This is an optimization exercise on Yosys and OpenROAD, whose aim is small area, a short achievable clock period and few clock cycles, not a production implementation. At most, simulation tests tie the RTL to the original design; equivalence was not proved.

==> job 1905: inputs <==
==> flow/design.v <==
package isotp_rx_pkg;
	localparam logic [1:0] OP_ARM   = 2'd0;
	localparam logic [1:0] OP_FRAME = 2'd1;
	localparam logic [1:0] OP_ABORT = 2'd2;
	localparam logic [1:0] KIND_BYTE  = 2'd0;
	localparam logic [1:0] KIND_FLOW  = 2'd1;
	localparam logic [1:0] KIND_ERROR = 2'd2;
	localparam logic [2:0] ERR_SINGLE = 3'd0;
	localparam logic [2:0] ERR_FIRST  = 3'd1;
	localparam logic [2:0] ERR_SEQ    = 3'd2;
	localparam logic [2:0] ERR_SHORT  = 3'd3;
	localparam logic [2:0] ERR_TYPE   = 3'd4;
endpackage
import isotp_rx_pkg::*;
module isotp_receive_reassembler #(
	parameter int MAX_MESSAGE_BYTES = 64
) (
	input  logic       clk,
	input  logic       arst_n,
	input  logic       in_valid,
	output logic       in_ready,
	input  logic [1:0] op,
	input  logic [3:0] dlc,
	input  logic [7:0] byte_0,
	input  logic [7:0] byte_1,
	input  logic [7:0] byte_2,
	input  logic [7:0] byte_3,
	input  logic [7:0] byte_4,
	input  logic [7:0] byte_5,
	input  logic [7:0] byte_6,
	input  logic [7:0] byte_7,
	output logic       out_valid,
	input  logic       out_ready,
	output logic [1:0] kind,
	output logic [7:0] data_byte,
	output logic [5:0] byte_index,
	output logic [6:0] msg_length,
	output logic [2:0] error_code,
	output logic       last
);
	logic       in_ready_q;
	logic       armed_q, multi_q;
	logic [3:0] seq_q;
	logic [6:0] total_q;
	logic [5:0] rem_q;       
	logic [3:0] ck_q;        
	logic [1:0] qcnt_q;      
	logic [8:0] qe0_q, qe1_q;
	logic       ov_q;
	logic [1:0] kind_q;
	logic [7:0] data_q;
	logic [5:0] idx_q;
	logic [6:0] len_q;
	logic [2:0] code_q;
	logic       last_q;
	logic       active_q;    
	logic [5:0] r_q;         
	logic [511:0] st;        
	logic       acc, frame;
	logic [3:0] pci, nib;
	logic       sf_ok, ff_ok, cf_seq_ok, cf_len_ok, cf_last;
	logic [2:0] copy;
	logic       sf_good, ff_good, cf_good, cf_mid, cf_end, seq_err;
	logic       push, push_stream;
	logic [8:0] push_e;
	assign acc   = in_valid && in_ready_q;
	assign pci   = byte_0[7:4];
	assign nib   = byte_0[3:0];
	assign frame = acc && op == OP_FRAME && armed_q && dlc != 4'd0;
	assign sf_ok     = nib != 4'd0 && !nib[3] && (dlc[3] || nib < dlc);
	assign ff_ok     = dlc[3] && nib == 4'd0 && byte_1 >= 8'd8 && byte_1 <= 8'(MAX_MESSAGE_BYTES);
	assign cf_last   = rem_q[5:3] == 3'd0;
	assign copy      = cf_last ? rem_q[2:0] : 3'd7;
	assign cf_seq_ok = nib == seq_q;
	assign cf_len_ok = dlc[3] || copy < dlc[2:0];
	assign sf_good = frame && pci == 4'h0 && sf_ok;
	assign ff_good = frame && pci == 4'h1 && ff_ok;
	assign cf_good = frame && pci == 4'h2 && multi_q && cf_seq_ok && cf_len_ok;
	assign cf_mid  = cf_good && !cf_last;
	assign cf_end  = cf_good && cf_last;
	assign seq_err = frame && pci == 4'h2 && multi_q && !cf_seq_ok;
	assign push        = frame && !cf_mid;
	assign push_stream = sf_good || cf_end;
	always_comb begin
		push_e = {KIND_ERROR, 4'd0, ERR_TYPE};
		if (pci == 4'h0) begin
			if (sf_ok) push_e = {KIND_BYTE, 3'd0, nib};
			else       push_e = {KIND_ERROR, 4'd0, ERR_SINGLE};
		end else if (pci == 4'h1) begin
			if (!dlc[3])    push_e = {KIND_ERROR, 4'd0, ERR_TYPE};
			else if (ff_ok) push_e = {KIND_FLOW, 7'd0};
			else            push_e = {KIND_ERROR, 4'd0, ERR_FIRST};
		end else if (pci == 4'h2 && multi_q) begin
			if (!cf_seq_ok)      push_e = {KIND_ERROR, 4'd0, ERR_SEQ};
			else if (!cf_len_ok) push_e = {KIND_ERROR, 4'd0, ERR_SHORT};
			else                 push_e = {KIND_BYTE, total_q};
		end
	end
	logic armed_d, multi_d;
	logic [3:0] ck_d;
	always_comb begin
		armed_d = armed_q;
		multi_d = multi_q;
		if (acc && op == OP_ARM) begin
			armed_d = 1'b1;
			multi_d = 1'b0;
		end else if (acc && op == OP_ABORT) begin
			armed_d = 1'b0;
			multi_d = 1'b0;
		end else if (sf_good || cf_end) begin
			armed_d = 1'b0;
			multi_d = 1'b0;
		end else if (ff_good) begin
			multi_d = 1'b1;
		end else if (seq_err) begin
			multi_d = 1'b0;
		end
	end
	assign ck_d = ff_good ? 4'd1 : cf_good ? ck_q + 4'd1 : ck_q;
	always_ff @(posedge clk or negedge arst_n) begin
		if (!arst_n) begin
			armed_q <= 1'b0;
			multi_q <= 1'b0;
		end else begin
			armed_q <= armed_d;
			multi_q <= multi_d;
		end
	end
	always_ff @(posedge clk) begin
		ck_q <= ck_d;
		if (ff_good) begin
			seq_q   <= 4'd1;
			total_q <= byte_1[6:0];
			rem_q   <= byte_1[5:0] - 6'd6;
		end else if (cf_good) begin
			seq_q <= seq_q + 4'd1;
			rem_q <= rem_q - 6'd7;
		end
	end
	logic       out_free, pop, load_byte, s_last;
	logic [1:0] h_kind;
	logic [6:0] h_val;
	logic [7:0] rd;
	assign out_free  = !ov_q || out_ready;
	assign h_kind    = qe0_q[8:7];
	assign h_val     = qe0_q[6:0];
	assign pop       = out_free && !active_q && qcnt_q != 2'd0;
	assign rd        = st[8*r_q +: 8];
	assign load_byte = active_q || h_kind == KIND_BYTE;
	assign s_last    = active_q ? ({1'b0, r_q} + 7'd1 == len_q) : (h_val == 7'd1);
	logic [6:0] a_ck;
	logic       qs, qroom_p, p0, p1, pc, pc1, ir_d;
	always_comb begin
		case (ck_q)
			4'd1:    a_ck = 7'd6;
			4'd2:    a_ck = 7'd13;
			4'd3:    a_ck = 7'd20;
			4'd4:    a_ck = 7'd27;
			4'd5:    a_ck = 7'd34;
			4'd6:    a_ck = 7'd41;
			4'd7:    a_ck = 7'd48;
			4'd8:    a_ck = 7'd55;
			default: a_ck = 7'd62;
		endcase
	end
	assign p0  = r_q >= 6'd7;
	assign p1  = r_q > 6'd12 || len_q <= 7'd6;
	assign pc  = {1'b0, r_q} > a_ck + 7'd6 || len_q <= a_ck;
	assign pc1 = {1'b0, r_q} > a_ck + 7'd13 || len_q <= a_ck + 7'd7;
	assign qs = (qcnt_q != 2'd0 && qe0_q[8:7] == KIND_BYTE) ||
	            (qcnt_q == 2'd2 && qe1_q[8:7] == KIND_BYTE);
	assign qroom_p = push ? (qcnt_q == 2'd0 || (qcnt_q == 2'd1 && pop)) : (qcnt_q != 2'd2 || pop);
	assign ir_d = qroom_p && (!(armed_q || (acc && op == OP_ARM)) ||
	              (!qs && (!(active_q && !(out_free && s_last)) || (p0 && p1 && (!multi_q || (pc && pc1))))));
	always_ff @(posedge clk or negedge arst_n) begin
		if (!arst_n) in_ready_q <= 1'b1;
		else in_ready_q <= ir_d;
	end
	assign in_ready = in_ready_q;
	logic [7:0][7:0] b;
	logic            we0;
	assign b   = {byte_7, byte_6, byte_5, byte_4, byte_3, byte_2, byte_1, byte_0};
	logic rdy;
	assign rdy = in_valid && in_ready_q;
	assign we0 = rdy && armed_q &&
	             (!multi_q || (op == OP_FRAME && (pci == 4'h0 ? sf_ok : pci == 4'h1 && ff_ok)));
	for (genvar i = 0; i < 6; i++) begin : g_c0
		always_ff @(posedge clk) begin
			if (we0) st[8*i +: 8] <= byte_0[4] ? b[i + 2] : b[i + 1];
		end
	end
	always_ff @(posedge clk) begin
		if ((we0 && !byte_0[4]) || (rdy && multi_q && ck_q == 4'd1)) st[48 +: 8] <= byte_0[5] ? byte_1 : byte_7;
	end
	for (genvar i = 7; i < MAX_MESSAGE_BYTES; i++) begin : g_cf
		always_ff @(posedge clk) begin
			if (rdy && multi_q && ck_q == 4'((i + 1) / 7)) st[8*i +: 8] <= b[(i + 1) % 7 + 1];
		end
	end
	always_ff @(posedge clk or negedge arst_n) begin
		if (!arst_n) begin
			qcnt_q <= 2'd0;
		end else begin
			qcnt_q <= qcnt_q + 2'(push) - 2'(pop);
		end
	end
	always_ff @(posedge clk) begin
		if (pop) qe0_q <= qe1_q;
		if (push) begin
			if (qcnt_q == 2'd0 || (qcnt_q == 2'd1 && pop)) qe0_q <= push_e;
			else qe1_q <= push_e;
		end
	end
	always_ff @(posedge clk or negedge arst_n) begin
		if (!arst_n) begin
			ov_q     <= 1'b0;
			active_q <= 1'b0;
			r_q      <= 6'd0;
		end else if (out_free) begin
			ov_q <= active_q || qcnt_q != 2'd0;
			if (active_q || pop) begin
				if (load_byte && !s_last) begin
					active_q <= 1'b1;
					r_q      <= r_q + 6'd1;
				end else begin
					active_q <= 1'b0;
					r_q      <= 6'd0;
				end
			end
		end
	end
	always_ff @(posedge clk) begin
		if (out_free && (active_q || pop)) begin
			kind_q <= active_q ? KIND_BYTE : h_kind;
			data_q <= load_byte ? rd : 8'd0;
			idx_q  <= r_q;
			if (!active_q) len_q <= (h_kind == KIND_BYTE) ? h_val : 7'd0;
			code_q <= (!active_q && h_kind == KIND_ERROR) ? h_val[2:0] : 3'd0;
			last_q <= load_byte ? s_last : 1'b1;
		end
	end
	assign out_valid  = ov_q;
	assign kind       = kind_q;
	assign data_byte  = data_q;
	assign byte_index = idx_q;
	assign msg_length = len_q;
	assign error_code = code_q;
	assign last       = last_q;
endmodule
==> flow/run.sh <==
#!/bin/bash
# synth_recipe.tcl (not shown) runs the flow's synth.tcl, then flattens the netlist and writes it again
# the make line also repeats each setting of config.mk as NAME=value (left out here)
make -C /OpenROAD-flow-scripts/flow DESIGN_CONFIG=/design/flow/config.mk WORK_HOME=/design/flow/orfs CLKGATE_MAP_FILE= SYNTH_SCRIPT=/design/flow/synth_recipe.tcl finish
==> flow/config.mk <==
export PLATFORM = sky130hd
export DESIGN_NAME = isotp_receive_reassembler
export DESIGN_NICKNAME = isotp_receive_reassembler
export VERILOG_FILES = /design/flow/design.v
export SDC_FILE = /design/flow/constraint.sdc
export NUM_CORES = 4
export LEC_CHECK = 0
export CAP_MARGIN = 20
export CORE_MARGIN = 2
export CORE_UTILIZATION = 40
export SETUP_SLACK_MARGIN = 4.0
export SLEW_MARGIN = 20
==> flow/constraint.sdc <==
create_clock -name core_clock -period 7.0 [get_ports {clk}]
set_input_delay 1.4000 -clock core_clock [delete_from_list [all_inputs] [get_ports {clk}]]
set_output_delay 1.4000 -clock core_clock [all_outputs]
set_load 0.01 [all_outputs]
==> job 9219: changes against job 1905 <==
--- a/flow/config.mk
+++ b/flow/config.mk
@@ -9,4 +9,4 @@
 export CORE_MARGIN = 2
 export CORE_UTILIZATION = 40
-export SETUP_SLACK_MARGIN = 4.0
+export SETUP_SLACK_MARGIN = 4.6
 export SLEW_MARGIN = 20
==> job 7279: changes against job 1905 <==
==> flow/design.v (replaced) <==
package isotp_rx_pkg;
	localparam logic [1:0] OP_ARM   = 2'd0;
	localparam logic [1:0] OP_FRAME = 2'd1;
	localparam logic [1:0] OP_ABORT = 2'd2;
	localparam logic [1:0] KIND_BYTE  = 2'd0;
	localparam logic [1:0] KIND_FLOW  = 2'd1;
	localparam logic [1:0] KIND_ERROR = 2'd2;
	localparam logic [2:0] ERR_SINGLE = 3'd0;
	localparam logic [2:0] ERR_FIRST  = 3'd1;
	localparam logic [2:0] ERR_SEQ    = 3'd2;
	localparam logic [2:0] ERR_SHORT  = 3'd3;
	localparam logic [2:0] ERR_TYPE   = 3'd4;
endpackage
import isotp_rx_pkg::*;
module isotp_receive_reassembler #(
	parameter int MAX_MESSAGE_BYTES = 64
) (
	input  logic       clk,
	input  logic       arst_n,
	input  logic       in_valid,
	output logic       in_ready,
	input  logic [1:0] op,
	input  logic [3:0] dlc,
	input  logic [7:0] byte_0,
	input  logic [7:0] byte_1,
	input  logic [7:0] byte_2,
	input  logic [7:0] byte_3,
	input  logic [7:0] byte_4,
	input  logic [7:0] byte_5,
	input  logic [7:0] byte_6,
	input  logic [7:0] byte_7,
	output logic       out_valid,
	input  logic       out_ready,
	output logic [1:0] kind,
	output logic [7:0] data_byte,
	output logic [5:0] byte_index,
	output logic [6:0] msg_length,
	output logic [2:0] error_code,
	output logic       last
);
	logic       armed_q, multi_q;
	logic [3:0] seq_q;
	logic [6:0] total_q;
	logic [5:0] rem_q;       
	logic [3:0] ck_q;        
	logic [1:0] qcnt_q;      
	logic [8:0] qe0_q, qe1_q;
	logic       ov_q;
	logic [1:0] kind_q;
	logic [7:0] data_q;
	logic [5:0] idx_q;
	logic [6:0] len_q;
	logic [2:0] code_q;
	logic       last_q;
	logic       active_q;    
	logic [5:0] r_q;         
	logic [511:0] st;        
	logic       qs;
	logic [6:0] a_ck, b_ck;
	logic       safe0, safec;
	assign qs = (qcnt_q != 2'd0 && qe0_q[8:7] == KIND_BYTE) ||
	            (qcnt_q == 2'd2 && qe1_q[8:7] == KIND_BYTE);
	always_comb begin
		a_ck = 7'd0;
		b_ck = 7'd0;
		case (ck_q)
			4'd1: begin a_ck = 7'd6;  b_ck = 7'd12; end
			4'd2: begin a_ck = 7'd13; b_ck = 7'd19; end
			4'd3: begin a_ck = 7'd20; b_ck = 7'd26; end
			4'd4: begin a_ck = 7'd27; b_ck = 7'd33; end
			4'd5: begin a_ck = 7'd34; b_ck = 7'd40; end
			4'd6: begin a_ck = 7'd41; b_ck = 7'd47; end
			4'd7: begin a_ck = 7'd48; b_ck = 7'd54; end
			4'd8: begin a_ck = 7'd55; b_ck = 7'd61; end
			default: begin a_ck = 7'd62; b_ck = 7'd68; end
		endcase
	end
	assign safe0 = !qs && (!active_q || r_q >= 6'd7);
	assign safec = !qs && (!active_q || {1'b0, r_q} > b_ck || len_q <= a_ck);
	assign in_ready = (qcnt_q != 2'd2) && (!armed_q || safe0) && (!multi_q || safec);
	logic       acc;
	logic [3:0] pci, nib;
	logic       frame, sf, ff, cf;
	logic       sf_ok, ff_len_ok, cf_seq_ok, cf_len_ok, cf_last;
	logic [2:0] copy;
	logic       sf_good, ff_good, cf_good;
	logic       push;
	logic [8:0] push_e;
	assign acc   = in_valid && in_ready;
	assign pci   = byte_0[7:4];
	assign nib   = byte_0[3:0];
	assign frame = acc && op == OP_FRAME && armed_q && dlc != 4'd0;
	assign sf    = frame && pci == 4'h0;
	assign ff    = frame && pci == 4'h1;
	assign cf    = frame && pci == 4'h2;
	assign sf_ok     = nib != 4'd0 && !nib[3] && (dlc[3] || nib < dlc);
	assign ff_len_ok = nib == 4'd0 && byte_1 >= 8'd8 && byte_1 <= 8'(MAX_MESSAGE_BYTES);
	assign cf_last   = rem_q[5:3] == 3'd0;
	assign copy      = cf_last ? rem_q[2:0] : 3'd7;
	assign cf_seq_ok = nib == seq_q;
	assign cf_len_ok = dlc[3] || copy < dlc[2:0];
	assign sf_good = sf && sf_ok;
	assign ff_good = ff && dlc[3] && ff_len_ok;
	assign cf_good = cf && multi_q && cf_seq_ok && cf_len_ok;
	assign push = frame && !(cf_good && !cf_last);
	always_comb begin
		push_e = {KIND_ERROR, 4'd0, ERR_TYPE};
		if (sf) begin
			if (sf_ok) push_e = {KIND_BYTE, 3'd0, nib};
			else       push_e = {KIND_ERROR, 4'd0, ERR_SINGLE};
		end else if (ff) begin
			if (!dlc[3])        push_e = {KIND_ERROR, 4'd0, ERR_TYPE};
			else if (ff_len_ok) push_e = {KIND_FLOW, 7'd0};
			else                push_e = {KIND_ERROR, 4'd0, ERR_FIRST};
		end else if (cf && multi_q) begin
			if (!cf_seq_ok)      push_e = {KIND_ERROR, 4'd0, ERR_SEQ};
			else if (!cf_len_ok) push_e = {KIND_ERROR, 4'd0, ERR_SHORT};
			else                 push_e = {KIND_BYTE, total_q};
		end
	end
	always_ff @(posedge clk or negedge arst_n) begin
		if (!arst_n) begin
			armed_q <= 1'b0;
			multi_q <= 1'b0;
		end else if (acc) begin
			if (op == OP_ARM) begin
				armed_q <= 1'b1;
				multi_q <= 1'b0;
			end else if (op == OP_ABORT) begin
				armed_q <= 1'b0;
				multi_q <= 1'b0;
			end else if (sf_good || (cf_good && cf_last)) begin
				armed_q <= 1'b0;
				multi_q <= 1'b0;
			end else if (ff_good) begin
				multi_q <= 1'b1;
			end else if (cf && !cf_seq_ok) begin
				multi_q <= 1'b0;
			end
		end
	end
	always_ff @(posedge clk) begin
		if (ff_good) begin
			seq_q   <= 4'd1;
			ck_q    <= 4'd1;
			total_q <= byte_1[6:0];
			rem_q   <= byte_1[5:0] - 6'd6;
		end else if (cf_good) begin
			seq_q <= seq_q + 4'd1;
			ck_q  <= ck_q + 4'd1;
			rem_q <= rem_q - 6'd7;
		end
	end
	logic [7:0][7:0] b;
	assign b = {byte_7, byte_6, byte_5, byte_4, byte_3, byte_2, byte_1, byte_0};
	for (genvar i = 0; i < 6; i++) begin : g_c0
		always_ff @(posedge clk) begin
			if (sf_good || ff_good) st[8*i +: 8] <= byte_0[4] ? b[i + 2] : b[i + 1];
		end
	end
	always_ff @(posedge clk) begin
		if (sf_good || (cf_good && ck_q == 4'd1)) st[48 +: 8] <= byte_0[5] ? byte_1 : byte_7;
	end
	for (genvar i = 7; i < MAX_MESSAGE_BYTES; i++) begin : g_cf
		always_ff @(posedge clk) begin
			if (cf_good && ck_q == 4'((i + 1) / 7)) st[8*i +: 8] <= b[(i + 1) % 7 + 1];
		end
	end
	logic       out_free, pop, load_byte;
	logic [1:0] h_kind;
	logic [6:0] h_val;
	assign out_free = !ov_q || out_ready;
	assign h_kind   = qe0_q[8:7];
	assign h_val    = qe0_q[6:0];
	assign pop      = out_free && !active_q && qcnt_q != 2'd0;
	always_ff @(posedge clk or negedge arst_n) begin
		if (!arst_n) begin
			qcnt_q <= 2'd0;
		end else begin
			qcnt_q <= qcnt_q + 2'(push) - 2'(pop);
		end
	end
	always_ff @(posedge clk) begin
		if (pop) qe0_q <= qe1_q;
		if (push) begin
			if (qcnt_q == 2'd0 || (qcnt_q == 2'd1 && pop)) qe0_q <= push_e;
			else qe1_q <= push_e;
		end
	end
	logic [7:0] rd;
	logic       s_last;
	assign rd        = st[8*r_q +: 8];
	assign load_byte = active_q || h_kind == KIND_BYTE;
	assign s_last    = active_q ? ({1'b0, r_q} + 7'd1 == len_q) : (h_val == 7'd1);
	always_ff @(posedge clk or negedge arst_n) begin
		if (!arst_n) begin
			ov_q     <= 1'b0;
			active_q <= 1'b0;
			r_q      <= 6'd0;
		end else if (out_free) begin
			ov_q <= active_q || qcnt_q != 2'd0;
			if (active_q || pop) begin
				if (load_byte && !s_last) begin
					active_q <= 1'b1;
					r_q      <= r_q + 6'd1;
				end else begin
					active_q <= 1'b0;
					r_q      <= 6'd0;
				end
			end
		end
	end
	always_ff @(posedge clk) begin
		if (out_free && (active_q || pop)) begin
			kind_q <= active_q ? KIND_BYTE : h_kind;
			data_q <= load_byte ? rd : 8'd0;
			idx_q  <= r_q;
			if (!active_q) len_q <= (h_kind == KIND_BYTE) ? h_val : 7'd0;
			code_q <= (!active_q && h_kind == KIND_ERROR) ? h_val[2:0] : 3'd0;
			last_q <= load_byte ? s_last : 1'b1;
		end
	end
	assign out_valid  = ov_q;
	assign kind       = kind_q;
	assign data_byte  = data_q;
	assign byte_index = idx_q;
	assign msg_length = len_q;
	assign error_code = code_q;
	assign last       = last_q;
endmodule
--- a/flow/config.mk
+++ b/flow/config.mk
@@ -9,4 +9,3 @@
 export CORE_MARGIN = 2
 export CORE_UTILIZATION = 40
-export SETUP_SLACK_MARGIN = 4.0
 export SLEW_MARGIN = 20
==> job 6983: changes against job 1905 <==
--- a/flow/design.v
+++ b/flow/design.v
@@ -45,5 +45,6 @@
 	logic [5:0] rem_q;       
 	logic [3:0] ck_q;        
-	logic [1:0] qcnt_q;      
+	logic [6:0] ach_q;       
+	logic       v0_q, v1_q;  
 	logic [8:0] qe0_q, qe1_q;
 	logic       ov_q;
@@ -129,4 +130,6 @@
 	always_ff @(posedge clk) begin
 		ck_q <= ck_d;
+		if (ff_good) ach_q <= 7'd6;
+		else if (cf_good) ach_q <= ach_q + 7'd7;
 		if (ff_good) begin
 			seq_q   <= 4'd1;
@@ -145,30 +148,15 @@
 	assign h_kind    = qe0_q[8:7];
 	assign h_val     = qe0_q[6:0];
-	assign pop       = out_free && !active_q && qcnt_q != 2'd0;
+	assign pop       = out_free && !active_q && v0_q;
 	assign rd        = st[8*r_q +: 8];
 	assign load_byte = active_q || h_kind == KIND_BYTE;
 	assign s_last    = active_q ? ({1'b0, r_q} + 7'd1 == len_q) : (h_val == 7'd1);
-	logic [6:0] a_ck;
 	logic       qs, qroom_p, p0, p1, pc, pc1, ir_d;
-	always_comb begin
-		case (ck_q)
-			4'd1:    a_ck = 7'd6;
-			4'd2:    a_ck = 7'd13;
-			4'd3:    a_ck = 7'd20;
-			4'd4:    a_ck = 7'd27;
-			4'd5:    a_ck = 7'd34;
-			4'd6:    a_ck = 7'd41;
-			4'd7:    a_ck = 7'd48;
-			4'd8:    a_ck = 7'd55;
-			default: a_ck = 7'd62;
-		endcase
-	end
 	assign p0  = r_q >= 6'd7;
 	assign p1  = r_q > 6'd12 || len_q <= 7'd6;
-	assign pc  = {1'b0, r_q} > a_ck + 7'd6 || len_q <= a_ck;
-	assign pc1 = {1'b0, r_q} > a_ck + 7'd13 || len_q <= a_ck + 7'd7;
-	assign qs = (qcnt_q != 2'd0 && qe0_q[8:7] == KIND_BYTE) ||
-	            (qcnt_q == 2'd2 && qe1_q[8:7] == KIND_BYTE);
-	assign qroom_p = push ? (qcnt_q == 2'd0 || (qcnt_q == 2'd1 && pop)) : (qcnt_q != 2'd2 || pop);
+	assign pc  = {1'b0, r_q} > ach_q + 7'd6 || len_q <= ach_q;
+	assign pc1 = {1'b0, r_q} > ach_q + 7'd13 || len_q <= ach_q + 7'd7;
+	assign qs = (v0_q && qe0_q[8:7] == KIND_BYTE) || (v1_q && qe1_q[8:7] == KIND_BYTE);
+	assign qroom_p = push ? (!v0_q || (!v1_q && pop)) : (!v1_q || pop);
 	assign ir_d = qroom_p && (!(armed_q || (acc && op == OP_ARM)) ||
 	              (!qs && (!(active_q && !(out_free && s_last)) || (p0 && p1 && (!multi_q || (pc && pc1))))));
@@ -200,7 +188,9 @@
 	always_ff @(posedge clk or negedge arst_n) begin
 		if (!arst_n) begin
-			qcnt_q <= 2'd0;
+			v0_q <= 1'b0;
+			v1_q <= 1'b0;
 		end else begin
-			qcnt_q <= qcnt_q + 2'(push) - 2'(pop);
+			v0_q <= v1_q || (v0_q && !pop) || push;
+			v1_q <= (v1_q && (!pop || push)) || (v0_q && !pop && push);
 		end
 	end
@@ -208,5 +198,5 @@
 		if (pop) qe0_q <= qe1_q;
 		if (push) begin
-			if (qcnt_q == 2'd0 || (qcnt_q == 2'd1 && pop)) qe0_q <= push_e;
+			if (!v0_q || (!v1_q && pop)) qe0_q <= push_e;
 			else qe1_q <= push_e;
 		end
@@ -218,5 +208,5 @@
 			r_q      <= 6'd0;
 		end else if (out_free) begin
-			ov_q <= active_q || qcnt_q != 2'd0;
+			ov_q <= active_q || v0_q;
 			if (active_q || pop) begin
 				if (load_byte && !s_last) begin
--- a/flow/config.mk
+++ b/flow/config.mk
@@ -9,4 +9,5 @@
 export CORE_MARGIN = 2
 export CORE_UTILIZATION = 40
+export CTS_CLUSTER_SIZE = 24
 export SETUP_SLACK_MARGIN = 4.0
 export SLEW_MARGIN = 20
==> run summary <==
Register-to-register slack: job 7279 < job 9219 < job 6983 < job 1905. Global-route usage, lowest first: job 7279, job 6983, job 1905, job 9219. Non-clock buffer count: job 7279 < job 6983 < job 1905 < job 9219. First-iteration DRC count: job 7279 < job 1905 < job 6983 < job 9219. Sequential share of layout area, highest first: job 7279, job 6983, job 1905, job 9219. Against job 9219, the core utilization of job 1905 is lower by 3.1 points. Of job 6983 and job 1905, job 1905 has the higher maximum frequency (gap about 0.7%, measured against job 1905).
Testbench counts of job 7279, summed over its fixed seeds: cycles 15,925.
For job 1905, job 9219 and job 6983, only the layout was checked, not whether the RTL still works.

[re-timing with driven ports]
The flow's constraints put no driver on any port. The routed layouts listed below were extracted and timed again, unchanged, in two steps. Step 1 (the two cells are an assumption about what drives the block):
set clk [get_ports {clk}]
set_driving_cell -lib_cell sky130_fd_sc_hd__clkbuf_16 $clk
set_driving_cell -lib_cell sky130_fd_sc_hd__buf_2 [delete_from_list [all_inputs] $clk]
Step 2 moves the port delays by t, midway between the first and last clock arrival at a register: inputs arrive t later, outputs are due t later. That takes back most of the time a late clock gives input paths. Three values: no drivers, after step 1, after step 2; two values: the first two.
| run | t (ns) | slack for setup (ns) | worst register clock-pin slew, ns |
|---|---|---|---|
| job 1905 | 0.653 | 4.000 / 4.013 / 3.360 | 0.06 / 0.06 |
| job 9219 | 0.689 | 3.976 / 4.015 / 3.327 | 0.07 / 0.07 |
| job 7279 | 0.670 | 1.983 / 2.012 / 1.342 | 0.06 / 0.06 |
| job 6983 | 0.661 | 3.979 / 4.009 / 3.348 | 0.06 / 0.06 |
After both steps setup and hold are still met in every run listed. For job 9219, which loses most, drivers alone change the setup slack by +0.039 ns; drivers and shift together by -0.649 ns.
